Background: an optimization exercise with open tools, aiming at small area and a short achievable clock period. Do not read the settings as production practice.
Only simulation tests tie the RTL to the original design; equivalence was not proved.
Power is estimated from default activity; no workload was simulated.

==> design.v <==
module lcd_bus_responder #(
    parameter int BUSY_CYC  = 40,
    parameter int BUSY_LONG = 1520
) (
    input  logic               clk,
    input  logic               rst,
    input  logic               lcd_e,
    input  logic               lcd_rs,
    input  logic               lcd_rw,
    input  logic [7:0]         lcd_data_in,
    output logic [7:0]         lcd_data_out,
    output logic               lcd_data_oe,
    input  logic [6:0]         scan_addr,
    output logic [7:0]         scan_data,
    output logic [6:0]         cursor_addr,
    output logic [5:0]         shift_ofs,
    output logic               disp_on,
    output logic               cursor_on,
    output logic               blink_on,
    output logic               line2,
    output logic               bus8,
    output logic               busy,
    output logic               cmd_strobe,
    output logic               overrun,
    output logic               err
);
    localparam int MAX_BUSY = (BUSY_LONG > BUSY_CYC) ? BUSY_LONG : BUSY_CYC;
    localparam int CNT_W    = $clog2(MAX_BUSY + 1);
    localparam logic [CNT_W-1:0] CYC_LOAD  = CNT_W'(BUSY_CYC - 1);
    localparam logic [CNT_W-1:0] LONG_LOAD = CNT_W'(BUSY_LONG - 1);
    typedef enum logic [1:0] {ST_IDLE, ST_FILL, ST_WAIT} state_t;
    state_t           state;
    state_t           state_nxt;
    logic [CNT_W-1:0] busy_cnt;
    logic [6:0]       fill_idx;
    logic [6:0]       fill_addr;
    logic             fill_we;
    logic             e_meta;
    logic             e_sync;
    logic             e_prev;
    logic             cap_rs;
    logic             cap_rw;
    logic [7:0]       cap_data;
    logic             fall;
    logic             wr_accept;
    logic             wr_drop;
    logic             rd_accept;
    logic             is_clear;
    logic             is_home;
    logic [6:0]       ac;
    logic             inc_dec;
    logic             disp_shift;
    logic             cg_sel;
    logic [5:0]       cg_addr;
    logic [6:0]       ac_n;
    logic [5:0]       ofs_n;
    logic             disp_on_n, cursor_on_n, blink_on_n, line2_n, bus8_n;
    logic             inc_dec_n, disp_shift_n, err_n;
    logic             cg_sel_n;
    logic [5:0]       cg_addr_n;
    function automatic logic [6:0] step_ac(input logic [6:0] a, input logic inc, input logic l2);
        if (l2) begin
            if (inc) step_ac = (a == 7'h27) ? 7'h40 : (a == 7'h67) ? 7'h00 : a + 7'd1;
            else     step_ac = (a == 7'h00) ? 7'h67 : (a == 7'h40) ? 7'h27 : a - 7'd1;
        end else begin
            if (inc) step_ac = (a == 7'h4F) ? 7'h00 : a + 7'd1;
            else     step_ac = (a == 7'h00) ? 7'h4F : a - 7'd1;
        end
    endfunction
    function automatic logic [5:0] step_ofs(input logic [5:0] o, input logic inc);
        if (inc) step_ofs = (o == 6'd39) ? 6'd0 : o + 6'd1;
        else     step_ofs = (o == 6'd0) ? 6'd39 : o - 6'd1;
    endfunction
    function automatic logic ddram_valid(input logic [6:0] a, input logic l2);
        if (l2) ddram_valid = (a <= 7'h27) || ((a >= 7'h40) && (a <= 7'h67));
        else    ddram_valid = (a <= 7'h4F);
    endfunction
    always_ff @(posedge clk or posedge rst) begin
        if (rst) begin
            e_meta <= 1'b0;
            e_sync <= 1'b0;
            e_prev <= 1'b0;
        end else begin
            e_meta <= lcd_e;
            e_sync <= e_meta;
            e_prev <= e_sync;
        end
    end
    always_ff @(posedge clk or posedge rst) begin
        if (rst) begin
            cap_rs   <= 1'b0;
            cap_rw   <= 1'b0;
            cap_data <= 8'h00;
        end else if (e_sync) begin
            cap_rs   <= lcd_rs;
            cap_rw   <= lcd_rw;
            cap_data <= lcd_data_in;
        end
    end
    assign fall      = e_prev & ~e_sync;
    assign wr_accept = fall & ~cap_rw & ~busy;
    assign wr_drop   = fall & ~cap_rw & busy;
    assign rd_accept = fall & cap_rw;
    assign is_clear  = ~cap_rs & (cap_data == 8'h01);
    assign is_home   = ~cap_rs & (cap_data[7:1] == 7'b0000001);
    always_ff @(posedge clk or posedge rst) begin
        if (rst) state <= ST_IDLE;
        else     state <= state_nxt;
    end
    always_comb begin
        state_nxt = state;
        case (state)
            ST_IDLE: if (wr_accept) state_nxt = is_clear ? ST_FILL : ST_WAIT;
            ST_FILL: if (fill_idx == 7'd79) state_nxt = ST_WAIT;
            ST_WAIT: if (busy_cnt == '0) state_nxt = ST_IDLE;
            default: state_nxt = ST_IDLE;
        endcase
    end
    always_comb begin
        busy    = (state != ST_IDLE);
        fill_we = (state == ST_FILL);
    end
    always_ff @(posedge clk or posedge rst) begin
        if (rst) begin
            busy_cnt <= '0;
            fill_idx <= '0;
        end else begin
            case (state)
                ST_IDLE: if (wr_accept) begin
                    fill_idx <= '0;
                    busy_cnt <= is_home ? LONG_LOAD : CYC_LOAD;
                end
                ST_FILL: begin
                    fill_idx <= fill_idx + 7'd1;
                    busy_cnt <= CYC_LOAD;
                end
                ST_WAIT: busy_cnt <= busy_cnt - CNT_W'(1);
                default: ;
            endcase
        end
    end
    assign fill_addr = (line2 && (fill_idx >= 7'd40)) ? fill_idx + 7'd24 : fill_idx;
    always_comb begin
        ac_n         = ac;
        ofs_n        = shift_ofs;
        disp_on_n    = disp_on;
        cursor_on_n  = cursor_on;
        blink_on_n   = blink_on;
        line2_n      = line2;
        bus8_n       = bus8;
        inc_dec_n    = inc_dec;
        disp_shift_n = disp_shift;
        err_n        = 1'b0;
        if (rd_accept && cap_rs && !cg_sel) ac_n = step_ac(ac, inc_dec, line2);
        if (wr_accept) begin
            if (cap_rs) begin
                if (!cg_sel) begin
                    ac_n = step_ac(ac, inc_dec, line2);
                    if (disp_shift) ofs_n = step_ofs(shift_ofs, inc_dec);
                end
            end else begin
                casez (cap_data)
                    8'b1???????: begin
                        if (ddram_valid(cap_data[6:0], line2)) ac_n = cap_data[6:0];
                        else err_n = 1'b1;
                    end
                    8'b01??????: begin
                    end
                    8'b001?????: begin
                        bus8_n  = cap_data[4];
                        line2_n = cap_data[3];
                    end
                    8'b0001????: begin
                        if (cap_data[3]) ofs_n = step_ofs(shift_ofs, cap_data[2]);
                        else ac_n = step_ac(ac, cap_data[2], line2);
                    end
                    8'b00001???: begin
                        disp_on_n   = cap_data[2];
                        cursor_on_n = cap_data[1];
                        blink_on_n  = cap_data[0];
                    end
                    8'b000001??: begin
                        inc_dec_n    = cap_data[1];
                        disp_shift_n = cap_data[0];
                    end
                    8'b0000001?: begin
                        ac_n  = 7'h00;
                        ofs_n = 6'd0;
                    end
                    8'b00000001: begin
                        ac_n      = 7'h00;
                        ofs_n     = 6'd0;
                        inc_dec_n = 1'b1;
                    end
                    default: ;
                endcase
            end
        end
    end
    always_ff @(posedge clk or posedge rst) begin
        if (rst) begin
            ac         <= 7'h00;
            shift_ofs  <= 6'd0;
            disp_on    <= 1'b0;
            cursor_on  <= 1'b0;
            blink_on   <= 1'b0;
            line2      <= 1'b0;
            bus8       <= 1'b1;
            inc_dec    <= 1'b1;
            disp_shift <= 1'b0;
            cmd_strobe <= 1'b0;
            overrun    <= 1'b0;
            err        <= 1'b0;
        end else begin
            ac         <= ac_n;
            shift_ofs  <= ofs_n;
            disp_on    <= disp_on_n;
            cursor_on  <= cursor_on_n;
            blink_on   <= blink_on_n;
            line2      <= line2_n;
            bus8       <= bus8_n;
            inc_dec    <= inc_dec_n;
            disp_shift <= disp_shift_n;
            cmd_strobe <= wr_accept | rd_accept;
            overrun    <= wr_drop;
            err        <= err_n;
        end
    end
    always_comb begin
        cg_sel_n  = cg_sel;
        cg_addr_n = cg_addr;
        if (wr_accept && !cap_rs) begin
            if (cap_data[7] && ddram_valid(cap_data[6:0], line2)) begin
                cg_sel_n = 1'b0;
            end else if (cap_data[7:6] == 2'b01) begin
                cg_sel_n  = 1'b1;
                cg_addr_n = cap_data[5:0];
            end else if (cap_data == 8'h01) begin
                cg_sel_n = 1'b0;
            end
        end else if ((wr_accept || rd_accept) && cap_rs && cg_sel) begin
            cg_addr_n = inc_dec ? cg_addr + 6'd1 : cg_addr - 6'd1;
        end
    end
    always_ff @(posedge clk or posedge rst) begin
        if (rst) begin
            cg_sel  <= 1'b0;
            cg_addr <= 6'd0;
        end else begin
            cg_sel  <= cg_sel_n;
            cg_addr <= cg_addr_n;
        end
    end
    logic [1:0]        rot;
    logic [127:0][7:0] dd;
    logic [63:0][7:0]  cg;
    always_ff @(posedge clk) rot <= rot + 2'd1;
    logic       pv;
    logic       pcg;
    logic [6:0] pa;
    logic [7:0] pd;
    logic       p_load;
    logic       p_commit;
    assign p_load   = wr_accept & cap_rs;
    assign p_commit = pv & (pa[1:0] == rot);
    always_ff @(posedge clk) begin
        pv <= p_load | (pv & ~p_commit);
        if (p_load) begin
            pcg <= cg_sel;
            pa  <= cg_sel ? {1'b0, cg_addr} : ac;
            pd  <= cap_data;
        end
    end
    logic [3:1]       fs_v;
    logic [6:0]       fs_a1, fs_a2, fs_a3;
    always_ff @(posedge clk) begin
        fs_v  <= {fs_v[2:1], fill_we};
        fs_a1 <= fill_addr;
        fs_a2 <= fs_a1;
        fs_a3 <= fs_a2;
    end
    logic [3:0] f_hit;
    logic       f_commit;
    logic [4:0] f_ring;
    assign f_hit[0] = fill_we & (fill_addr[1:0] == rot);
    assign f_hit[1] = fs_v[1] & (fs_a1[1:0] == rot);
    assign f_hit[2] = fs_v[2] & (fs_a2[1:0] == rot);
    assign f_hit[3] = fs_v[3] & (fs_a3[1:0] == rot);
    assign f_commit = |f_hit;
    assign f_ring   = ({5{f_hit[0]}} & fill_addr[6:2]) | ({5{f_hit[1]}} & fs_a1[6:2]) |
                      ({5{f_hit[2]}} & fs_a2[6:2]) | ({5{f_hit[3]}} & fs_a3[6:2]);
    logic [4:0] c_ring;
    logic       c_dd;
    logic [7:0] c_data;
    assign c_ring = f_commit ? f_ring : pa[6:2];
    assign c_dd   = f_commit | (p_commit & ~pcg);
    assign c_data = f_commit ? 8'h20 : pd;
    always_ff @(posedge clk) begin
        for (int j = 0; j < 32; j++) begin
            dd[4*j+0] <= dd[4*j+1];
            dd[4*j+1] <= dd[4*j+2];
            dd[4*j+2] <= dd[4*j+3];
            dd[4*j+3] <= (c_dd && c_ring == 5'(j)) ? c_data : dd[4*j+0];
        end
    end
    logic c_cg;
    assign c_cg = p_commit & pcg;
    always_ff @(posedge clk) begin
        for (int j = 0; j < 16; j++) begin
            cg[4*j+0] <= cg[4*j+1];
            cg[4*j+1] <= cg[4*j+2];
            cg[4*j+2] <= cg[4*j+3];
            cg[4*j+3] <= (c_cg && pa[5:2] == 4'(j)) ? pd : cg[4*j+0];
        end
    end
    function automatic logic [3:0] pos_sel(input logic [1:0] lo, input logic [1:0] r);
        pos_sel = 4'b0001 << 2'(lo - r);
    endfunction
    function automatic logic [7:0] dd_read(input logic [6:0] x, input logic [3:0] ps);
        logic            fh;
        logic [31:0]     rs;
        logic [3:0][7:0] w;
        logic [7:0]      v;
        rs = 32'd1 << x[6:2];
        w  = '0;
        for (int p = 0; p < 4; p++)
            for (int j = 0; j < 32; j++) w[p] |= dd[4*j+p] & {8{rs[j]}};
        v = '0;
        for (int p = 0; p < 4; p++) v |= w[p] & {8{ps[p]}};
        fh = (fs_v[1] && fs_a1 == x && !ps[3]) ||
             (fs_v[2] && fs_a2 == x && (ps[0] || ps[1])) ||
             (fs_v[3] && fs_a3 == x && ps[0]);
        if (pv && !pcg && pa == x) dd_read = pd;
        else if (fh)               dd_read = 8'h20;
        else                       dd_read = v;
    endfunction
    function automatic logic [7:0] cg_read(input logic [5:0] y, input logic [3:0] ps);
        logic [15:0]     rs;
        logic [3:0][7:0] w;
        logic [7:0]      v;
        rs = 16'd1 << y[5:2];
        w  = '0;
        for (int p = 0; p < 4; p++)
            for (int j = 0; j < 16; j++) w[p] |= cg[4*j+p] & {8{rs[j]}};
        v = '0;
        for (int p = 0; p < 4; p++) v |= w[p] & {8{ps[p]}};
        if (pv && pcg && pa[5:0] == y) cg_read = pd;
        else                           cg_read = v;
    endfunction
    always_ff @(posedge clk) scan_data <= dd_read(scan_addr, pos_sel(scan_addr[1:0], rot));
    logic       oe_n;
    logic       rs_n;
    logic       busy_n;
    logic [7:0] dd_n;
    logic [7:0] data_n;
    logic [7:0] status_n;
    logic       rd_next;
    logic [6:0] ra_nx;
    logic [5:0] ca_nx;
    logic [6:0] ra;
    logic [5:0] ca;
    logic [3:0] rq;
    logic [3:0] cq;
    assign rd_next = e_sync & ~e_meta & lcd_rw & lcd_rs;
    assign ra_nx   = (rd_next && !cg_sel) ? step_ac(ac, inc_dec, line2) : ac_n;
    assign ca_nx   = rd_next ? (inc_dec ? cg_addr + 6'd1 : cg_addr - 6'd1) : cg_addr_n;
    always_ff @(posedge clk) begin
        ra <= ra_nx;
        ca <= ca_nx;
        rq <= pos_sel(ra_nx[1:0], rot + 2'd1);
        cq <= pos_sel(ca_nx[1:0], rot + 2'd1);
    end
    assign oe_n    = e_meta & (e_sync ? lcd_rw : cap_rw);
    assign rs_n    = e_sync ? lcd_rs : cap_rs;
    assign busy_n  = (state_nxt != ST_IDLE);
    assign dd_n    = (fill_we && fill_addr == ra) ? 8'h20 : dd_read(ra, rq);
    assign data_n   = cg_sel ? cg_read(ca, cq) : dd_n;
    assign status_n = cg_sel ? {busy_n, 1'b0, cg_addr} : {busy_n, ac};
    always_ff @(posedge clk or posedge rst) begin
        if (rst) lcd_data_out <= 8'h00;
        else     lcd_data_out <= oe_n ? (rs_n ? data_n : status_n) : 8'h00;
    end
    assign cursor_addr = ac;
    assign lcd_data_oe = e_sync & cap_rw;
endmodule
==> flow/run.sh <==
#!/bin/bash
set -euo pipefail
here=$(pwd)
REPAIR_SETUP_MARGIN=6.5
rm -rf "$here/orfs_scripts"
cp -r "$FLOW_HOME/scripts" "$here/orfs_scripts"
cp "$here/flow/abc_area.script" "$here/orfs_scripts/abc_speed.script"
sed -i "s|append_env_var additional_args SETUP_SLACK_MARGIN -setup_margin 1|lappend additional_args -setup_margin $REPAIR_SETUP_MARGIN|" \
    "$here/orfs_scripts/util.tcl"
grep -q -- "-setup_margin $REPAIR_SETUP_MARGIN" "$here/orfs_scripts/util.tcl"
export SCRIPTS_DIR="$here/orfs_scripts"
bash "$here/standard.sh" > "$here/standard_flow.log" 2>&1
==> flow/abc_area.script <==
&get -n
&st
&dch -f
&nf -p -R 30
&st
&dch -f
&nf -p -R 30
&put
buffer -c
topo
stime -c
upsize -c
dnsize -c
==> standard.sh <==
#!/bin/bash
# synth_recipe.tcl (not shown) runs the flow's synth.tcl, then flattens the netlist and writes it again
# the make line also repeats each setting of config.mk as NAME=value (left out here)
make -C /OpenROAD-flow-scripts/flow DESIGN_CONFIG=/design/flow/config.mk WORK_HOME=/design/flow/orfs CLKGATE_MAP_FILE= SYNTH_SCRIPT=/design/flow/synth_recipe.tcl "${@:-finish}"
==> config.mk <==
export PLATFORM = sky130hd
export DESIGN_NAME = lcd_bus_responder
export DESIGN_NICKNAME = lcd_bus_responder
export VERILOG_FILES = /design/flow/design.v
export SDC_FILE = /design/flow/constraint.sdc
export NUM_CORES = 4
export LEC_CHECK = 0
export CAP_MARGIN = 20
export CELL_PAD_IN_SITES_DETAIL_PLACEMENT = 1
export CORE_MARGIN = 2
export CORE_UTILIZATION = 35
export CTS_CLUSTER_DIAMETER = 80
export CTS_CLUSTER_SIZE = 20
export PLACE_DENSITY = 0.45
export SLEW_MARGIN = 20
==> constraint.sdc <==
create_clock -name core_clock -period 10.0 [get_ports {clk}]
set_input_delay 2.0000 -clock core_clock [delete_from_list [all_inputs] [get_ports {clk}]]
set_output_delay 2.0000 -clock core_clock [all_outputs]
set_load 0.01 [all_outputs]
==> results of run 1 <==
how the worst max path moves through the flow:
| stage | depth (start not counted) | to | from |
|---|---|---|---|
| after global placement | 11 | scan_data[6]$_DFF_P_ | scan_addr[6] |
| final | 10 | scan_data[6]$_DFF_P_ | scan_addr[0] |
| after detailed placement | 11 | scan_data[6]$_DFF_P_ | scan_addr[6] |
| after CTS | 13 | scan_data[6]$_DFF_P_ | scan_addr[2] |
| after floorplan | 12 | scan_data[5]$_DFF_P_ | scan_addr[3] |
| after global routing | 10 | scan_data[6]$_DFF_P_ | scan_addr[0] |
through the flow:
stage                     hold WS (ns)  std cells  power, mW
final                            0.321       7528       14.4
after global routing             0.329       7521       14.7
after floorplan                  0.330       5270       8.40
after detailed placement         0.336       7243       9.53
after global placement           0.332       7243       9.51
after CTS                        0.321       7466       14.1
routing by layer:
layer	wire, um	share of wire [%]	track usage (%)
met1	115000	38	43.0
met3	34000	11	9.99
met2	130000	43	51.7
met4	23400	7.8	21.1
met5	154	0.051	0
cell families (layout without fill, tap and decap cells):
logic type	count (synthesis)	in the layout
DFF	1679	1679
AOI/OAI and AO/OA	1642	1642
and+or+nand+nor	1231	1231
buffers and inverters	476	551
muxes	147	147
xor gates and xnor gates	73	73
adders and majority gates	22	22
other	0	8
worst max-delay path, cell delays in order:
cell and delay [ns]:
clkbuf_4 0.19, inv_2 0.08, ha_2 0.19, xor2_2 0.15, xnor2_2 0.39, nand2b_1 0.18
buf_4 0.41, o22ai_1 0.16, or3_4 0.40, a22o_1 0.18
repair_timing:
action	4_1_cts	5_1_grt
setup buffers	72	44
pin swaps	34	69
hold buffers	0	0
setup endpoints to repair	308	243
gates resized for setup	351	177
cloned	1	10
area by class of cell:
class / instances / area (um2)
antenna: 8 / 20.0
clock buffer: 116 / 2730
clock inverter: 34 / 508
fill: 17425 / 95800
inverter: 52 / 246
multi-input combinational: 3115 / 22900
sequential: 1679 / 34200
tap: 2175 / 2720
timing repair buffer: 349 / 3840
cells in the final DEF, fill, tap and decap left out, types with 40 or more instances in the layout:
master	n
o21ai_0	185
buf_4	174
dfrtp_1	50
nand2_1	398
buf_6	48
a21oi_1	216
a22oi_1	333
a22o_1	158
clkbuf_16	115
buf_12	48
a221oi_1	137
nand4_1	130
nor2_1	227
nand3_1	171
a222oi_1	391
inv_1	40
dfxtp_1	1578
mux2_2	134
report_power, final:
part	total [mW]	internal (mW)	switching, mW
registers	7.25	6.93	0.324
clock network	4.58	2.09	2.49
logic	2.53	0.747	1.78
total	14.4	9.76	4.59
flip-flops by register name, summed over array words and instances, names as in the netlist, 6 cells and up:
signal / cells
busy_cnt: 11
ac: 7
pd: 8
dd: 1024
pa: 7
cg: 512
fs_a2: 7
ca: 6
cap_data: 8
lcd_data_out: 8
shift_ofs: 6
fill_idx: 7
fs_a1: 7
scan_data: 8
cg_addr: 6
ra: 7
fs_a3: 7
==> reports/qor.csv, run 1 <==
metric,value,unit
wl_per_cell,40.1,um
whs_path_depth,0,
async_flop_share,4.23,%
arrival,4.36,ns
setup_violations,0,
critPathKind,input pin to flip-flop,
cp.required,10.71,ns
rsz0062_at_grt,yes,
grt_pass1_vias,51029,
synth_compound_area_share,22.1,%
worstHoldStart,cg[470]$_DFF_P_,
dr.pass1.iters,13,
status,timing/DRC/antenna clean,
die_x,409,um
regToRegStartpoint,ra[3]$_DFF_P_,
r2r_slack,6.44,ns
synthTopCellsByCount,"dfxtp_1, nand2_1, a222oi_1",
grt_pass1_wl,409000,um
pre_cts_slack,4.26,ns
skew,0.0695,ns
drc,0,
routed_wl,302000,um
place_area,0.0609,mm2
yosys.area.top_type,dfxtp_1,
synthMuxAreaShare,2.85,%
synth_edf_count,16,
vias,50666,
maxCapViolations,0,
cts_buffers,104,
vias_per_cell,6.73,
syn_area_per_cell,10.9,um2
h-tree-depth,3,
holdPathEnd,cg[462]$_DFF_P_,
synth-seq-cells,1679,
ys.flop_type,dfxtp_1,
synth_top_family_by_area,compound AO/OA/AOI/OAI gates,
nNetsFinal,5343,
hold_class,flip-flop to flip-flop,
port_buffers,58,
ys_warn_count,1,
synthAdderAreaFrac,0.492,%
mappedNetlistArea,0.0575,mm2
synth_most_common_cell,dfxtp_1,
clkSlewWorstSetupHoldPaths,0.09,ns
start_util,35.3,%
max_freq,274,MHz
synth.top_cell.area_share,55.4,%
worst_slack,6.34,ns
fin_setup_tns,0,ns
grt_usage,34.3,%
fin_crit,3.66,ns
worstRegToRegCells,12,
clk_path_buf_depth,3,
root_buffer,clkbuf_16,
drt_iter0_drc,9048,
r2r_end,lcd_data_out[0]$_DFF_PP0_,
cts_tree,built,
gp_congestion,0.966,
ant_nets,0,
clk_latency,0.81,ns
p_per_area,214,mW/mm2
overflow,0,
vdd_drop_max,0.142,mV
synth_cell_types,90,
core_area,0.163,mm2
synthToLayoutAreaGrowth,16.9,%
ioPinCount,59,
seq_area_frac_synth,59.4,%
startpoint_type,input pin,
synth.area.top_cells,"dfxtp_1, a222oi_1, a22oi_1",
syn_inst,5270,
die_h,409,um
synth-xor-area-share,1.13,%
cts.sinks,1679,
row_count,148,
hold_viol,0,
fp.dieArea,0.167,mm2
syn-num-nets,5312,
cp_max_fo,8,
post-route-util,41.2,%
relSlewSlack,25.6,%
critPathCaptureType,flip-flop,
p_leak,24.8,nW
synth_simple_gate_area_share,10.7,%
antenna_found_initial,11,
tightest_slew,1.11,ns
period_share,36.6,%
dp_hpwl,186000,um
slew_viol_final,0,
grt_max_degree,72,
drive_gt1_share,17.0,%
fin_area,0.0672,mm2
==> inputs of run 2 (changes only) <==
--- a/design.v
+++ b/design.v
@@ -98,8 +98,8 @@
         end
     end
     assign fall      = e_prev & ~e_sync;
-    assign wr_accept = fall & ~cap_rw & ~busy;
-    assign wr_drop   = fall & ~cap_rw & busy;
+    assign wr_accept = fall & ~cap_rw & ~busy_i;
+    assign wr_drop   = fall & ~cap_rw & busy_i;
     assign rd_accept = fall & cap_rw;
     assign is_clear  = ~cap_rs & (cap_data == 8'h01);
     assign is_home   = ~cap_rs & (cap_data[7:1] == 7'b0000001);
@@ -116,11 +116,16 @@
             default: state_nxt = ST_IDLE;
         endcase
     end
+    logic busy_i;
     always_comb begin
-        busy    = (state != ST_IDLE);
+        busy_i  = (state != ST_IDLE);
         fill_we = (state == ST_FILL);
     end
     always_ff @(posedge clk or posedge rst) begin
+        if (rst) busy <= 1'b0;
+        else     busy <= (state_nxt != ST_IDLE);
+    end
+    always_ff @(posedge clk or posedge rst) begin
         if (rst) begin
             busy_cnt <= '0;
             fill_idx <= '0;
@@ -318,6 +323,7 @@
     endfunction
     function automatic logic [7:0] dd_read(input logic [6:0] x, input logic [3:0] ps);
         logic            fh;
+        logic            dh;
         logic [31:0]     rs;
         logic [3:0][7:0] w;
         logic [7:0]      v;
@@ -325,16 +331,17 @@
         w  = '0;
         for (int p = 0; p < 4; p++)
             for (int j = 0; j < 32; j++) w[p] |= dd[4*j+p] & {8{rs[j]}};
-        v = '0;
-        for (int p = 0; p < 4; p++) v |= w[p] & {8{ps[p]}};
         fh = (fs_v[1] && fs_a1 == x && !ps[3]) ||
              (fs_v[2] && fs_a2 == x && (ps[0] || ps[1])) ||
              (fs_v[3] && fs_a3 == x && ps[0]);
-        if (pv && !pcg && pa == x) dd_read = pd;
-        else if (fh)               dd_read = 8'h20;
-        else                       dd_read = v;
+        dh = pv && !pcg && pa == x;
+        fh = fh && !dh;
+        v  = (pd & {8{dh}}) | (8'h20 & {8{fh}});
+        for (int p = 0; p < 4; p++) v |= w[p] & {8{ps[p] && !dh && !fh}};
+        dd_read = v;
     endfunction
     function automatic logic [7:0] cg_read(input logic [5:0] y, input logic [3:0] ps);
+        logic            dh;
         logic [15:0]     rs;
         logic [3:0][7:0] w;
         logic [7:0]      v;
@@ -342,10 +349,10 @@
         w  = '0;
         for (int p = 0; p < 4; p++)
             for (int j = 0; j < 16; j++) w[p] |= cg[4*j+p] & {8{rs[j]}};
-        v = '0;
-        for (int p = 0; p < 4; p++) v |= w[p] & {8{ps[p]}};
-        if (pv && pcg && pa[5:0] == y) cg_read = pd;
-        else                           cg_read = v;
+        dh = pv && pcg && pa[5:0] == y;
+        v  = pd & {8{dh}};
+        for (int p = 0; p < 4; p++) v |= w[p] & {8{ps[p] && !dh}};
+        cg_read = v;
     endfunction
     always_ff @(posedge clk) scan_data <= dd_read(scan_addr, pos_sel(scan_addr[1:0], rot));
     logic       oe_n;
@@ -380,6 +387,9 @@
         if (rst) lcd_data_out <= 8'h00;
         else     lcd_data_out <= oe_n ? (rs_n ? data_n : status_n) : 8'h00;
     end
+    always_ff @(posedge clk or posedge rst) begin
+        if (rst) lcd_data_oe <= 1'b0;
+        else     lcd_data_oe <= oe_n;
+    end
     assign cursor_addr = ac;
-    assign lcd_data_oe = e_sync & cap_rw;
 endmodule
==> reports/qor.csv, run 2 <==
metric,value,unit,change
drt_iter0_drc,10872,,+20%
multi_input_area,0.0231,mm2,+1.0%
synth_edf_count,16,,unchanged
ys_warn_count,1,,unchanged
synth_simple_gate_area_share,11.1,%,+0.43 points
syn_inst,5269,,-0.019%
mostFrequentLayoutCells,"dfxtp_1, a222oi_1, nand2_1",,
vdd_drop_max,0.146,mV,+3.0%
synthTopCellsByCount,"dfxtp_1, nand2_1, a222oi_1",,
synth.top_cell.area_share,55.7,%,+0.23 points
skew,0.0864,ns,+0.0169 ns
fin_crit,3.83,ns,+0.172 ns
clk_path_buf_depth,3,,unchanged
synth.area.top_cells,"dfxtp_1, a222oi_1, a22oi_1",,
critPathKind,flip-flop to flip-flop,,
layout_commonest_cell,dfxtp_1,,
cts.sinks,1681,,+0.12%
clk_latency,0.82,ns,about the same
maxCapViolations,0,,unchanged
async_flop_share,4.34,%,+0.11 points
vias_per_cell,6.81,,+1.2%
largest_reg_flops,1024,,unchanged
path_cells,buf_12 -> buf_12 -> buf_12 -> nor3_2 -> buf_4 -> buf_6 -> a222oi_1 -> nand4_1 -> nor4_2 -> o22ai_1 -> o31ai_4 -> a311oi_4,,
cp_max_fo,20,,+12
dr.pass1.iters,12,,-1
synth_compound_area_share,21.4,%,-0.67 points
grt_pass1_vias,51814,,+1.5%
hold_class,flip-flop to flip-flop,,
cts_tree,built,,
hold_viol,0,,unchanged
ant_nets,0,,unchanged
regArea,0.0342,mm2,+0.16%
gp_congestion,1.02,,+6.0%
period_share,38.3,%,+1.7 points
relSlewSlack,26.1,%,+0.52 points
antenna_found_initial,18,,+7
die_h,408,um,-0.21%
overflow,0,,unchanged
crit_path_frequent_cell,buf_12,,
row_count,148,,unchanged
ioPinCount,59,,unchanged
syn-num-nets,5311,,-0.019%
p_per_area,219,mW/mm2,+2.3%
max_freq,261,MHz,-4.5%
critPathCaptureType,flip-flop,,
synth_cell_types,90,,unchanged
dp_hpwl,195000,um,+5.1%
mappedNetlistArea,0.0572,mm2,-0.42%
fillCellCount,17339,,-0.49%
clkSlewWorstSetupHoldPaths,0.09,ns,about the same
synthMuxAreaShare,2.88,%,+0.032 points
holdWs,0.312,ns,-0.00903 ns
grt_pass1_wl,423000,um,+3.6%
synth-seq-cells,1681,,+0.12%
wl_per_cell,41.0,um,+2.2%
start_util,35.2,%,-0.067 points
synth_top_family_by_area,compound AO/OA/AOI/OAI gates,,
rsz0062_at_grt,yes,,
grt_usage,35.8,%,+1.5 points
synth_most_common_cell,dfxtp_1,,
cts_buffers,105,,+0.96%
die_x,408,um,-0.21%
drc,0,,unchanged
vias,52325,,+3.3%
grt_max_degree,74,,+2.8%
slew_viol_final,0,,unchanged
ys.flop_type,dfxtp_1,,
h-tree-depth,3,,unchanged
fin_setup_tns,0,ns,unchanged
cp.required,10.60,ns,-0.11 ns
post-route-util,42.7,%,+1.5 points
root_buffer,clkbuf_16,,
core_area,0.163,mm2,-0.23%
port_buffers,58,,unchanged
tightest_slew,1.10,ns,-0.0167 ns
top_register,dd,,
synthToLayoutAreaGrowth,21.2,%,
drive_gt1_share,19.3,%,+2.4 points
slowest_delay,0.71,ns,+0.30 ns
place_area,0.0610,mm2,+0.16%
cp_slowest_cell,o31ai_4,,
startpoint_type,flip-flop,,
synthAdderAreaFrac,0.494,%,+0.0021 points
p_leak,25.5,nW,+2.6%
fp.dieArea,0.167,mm2,-0.41%
nNetsFinal,5489,,+2.7%
yosys.area.top_type,dfxtp_1,,
setup_violations,0,,unchanged
synth-xor-area-share,1.24,%,+0.11 points
fin_area,0.0694,mm2,+3.3%
syn_area_per_cell,10.9,um2,-0.40%
arrival,4.42,ns,+0.06 ns
status,timing/DRC/antenna clean,,
largestRegisters,"dd (1024), cg (512), busy_cnt (11)",,
seq_area_frac_synth,59.7,%,+0.34 points
routed_wl,315000,um,+4.2%
==> run 2: where the power goes <==
| group | switching (mW) | internal, mW |
|---|---|---|
| clock | 2.52 | 2.18 |
| combinational | 1.99 | 0.946 |
| sequential | 0.469 | 7.05 |
==> run 2: area by class of cell <==
type	instances	area share [%]
Timing Repair Buffer	484	8.09
Inverter	55	0.362
Tap cell	2175	3.92
Multi-Input combinational cell	3119	33.4
Antenna cell	14	0.0505
Timing Repair inverter	1	0.0126
Sequential cell	1681	49.4
Clock inverter	38	0.963
Clock buffer	114	3.89
==> run 2: path summary, 6_finish.rpt <==
check	slack, ns	end	cells past startpoint	startpoint
setup / recovery	6.17	lcd_data_out[3]$_DFF_PP0_	12	ra[6]$_DFF_P_
hold / removal	0.31	cg[55]$_DFF_P_	0	cg[63]$_DFF_P_
setup reg to reg	6.17	lcd_data_out[3]$_DFF_PP0_	12	ra[6]$_DFF_P_
hold reg to reg	0.31	cg[55]$_DFF_P_	0	cg[63]$_DFF_P_
max in group asynchronous	7.63	lcd_data_out[7]$_DFF_PP0_	4	rst
min in group asynchronous	1.70	fill_idx[6]$_DFFE_PP0P_	3	rst
==> run 2: worst max-delay path, delay by kind of cell (launching register included) <==
family | cells | cell delay (ns)
flops | 1 | 0.36
simple gates | 3 | 0.66
compound gates | 4 | 1.64
buf+inv | 5 | 0.93
==> run 2: cell families after synthesis <==
| kind of cell | count (synthesis) |
|---|---|
| xor+xnor | 81 |
| flops | 1681 |
| simple gates | 1289 |
| compound gates | 1581 |
| fa+ha+maj | 22 |
| buf+inv | 469 |
| mux | 146 |
==> run 2: routing by layer <==
layer	wire [um]	track usage, %	vias up
li1	-	-	20687
met4	26000	23.6	18
met2	129000	51.6	4272
met5	565	0	-
met1	118000	45.1	25887
met3	40800	12.3	1461
==> run 2: through the flow <==
stage | power, mW | setup WS, ns | cells
CTS | 14.8 | 6.28 | 7575
global route | 15.5 | 6.30 | 7669
floorplan | 8.66 | 6.15 | 5269
global placement | 9.90 | 3.66 | 7268
detailed placement | 9.92 | 3.96 | 7270
finish | 15.2 | 6.17 | 7681
==> run 2: what timing repair did <==
| item | 4_1_cts | 5_1_grt |
|---|---|---|
| cloned | 14 | 11 |
| resized for setup | 428 | 241 |
| hold buffers | 0 | 0 |
| setup endpoints to repair | 324 | 231 |
| setup buffers | 139 | 80 |
| pin swaps | 82 | 122 |

## port drivers added, routing unchanged
Ports are ideal in the flow. The routed layouts listed here were re-timed in OpenROAD. Step 1 (the two cells are an assumption about what drives the block):
set clk [get_ports {clk}]
set_driving_cell -lib_cell sky130_fd_sc_hd__clkbuf_16 $clk
set_driving_cell -lib_cell sky130_fd_sc_hd__buf_2 [delete_from_list [all_inputs] $clk]
Step 2 adds t to the input delays and takes it off the output delays; t is the mean of the earliest and latest rising clock arrival at the registers after step 1. Input paths then give back, and output paths get back, about the clock's delay inside the block. a / b / c = ideal ports / drivers / drivers and shift; a / b = the first two.
| run | shift t [ns] | slack for setup (ns) | worst setup path at the end | worst register clock-pin slew, ns |
|---|---|---|---|---|
| run 1 | 0.851 | 6.344 / 6.284 / 5.434 | input to register | 0.09 / 0.09 |
| run 2 | 0.859 | 6.172 / 6.172 / 5.457 | input to register | 0.10 / 0.10 |
After both steps setup and hold are still met in every run listed. For run 1, which loses most, drivers alone change the setup slack by -0.060 ns; drivers and shift together by -0.910 ns.
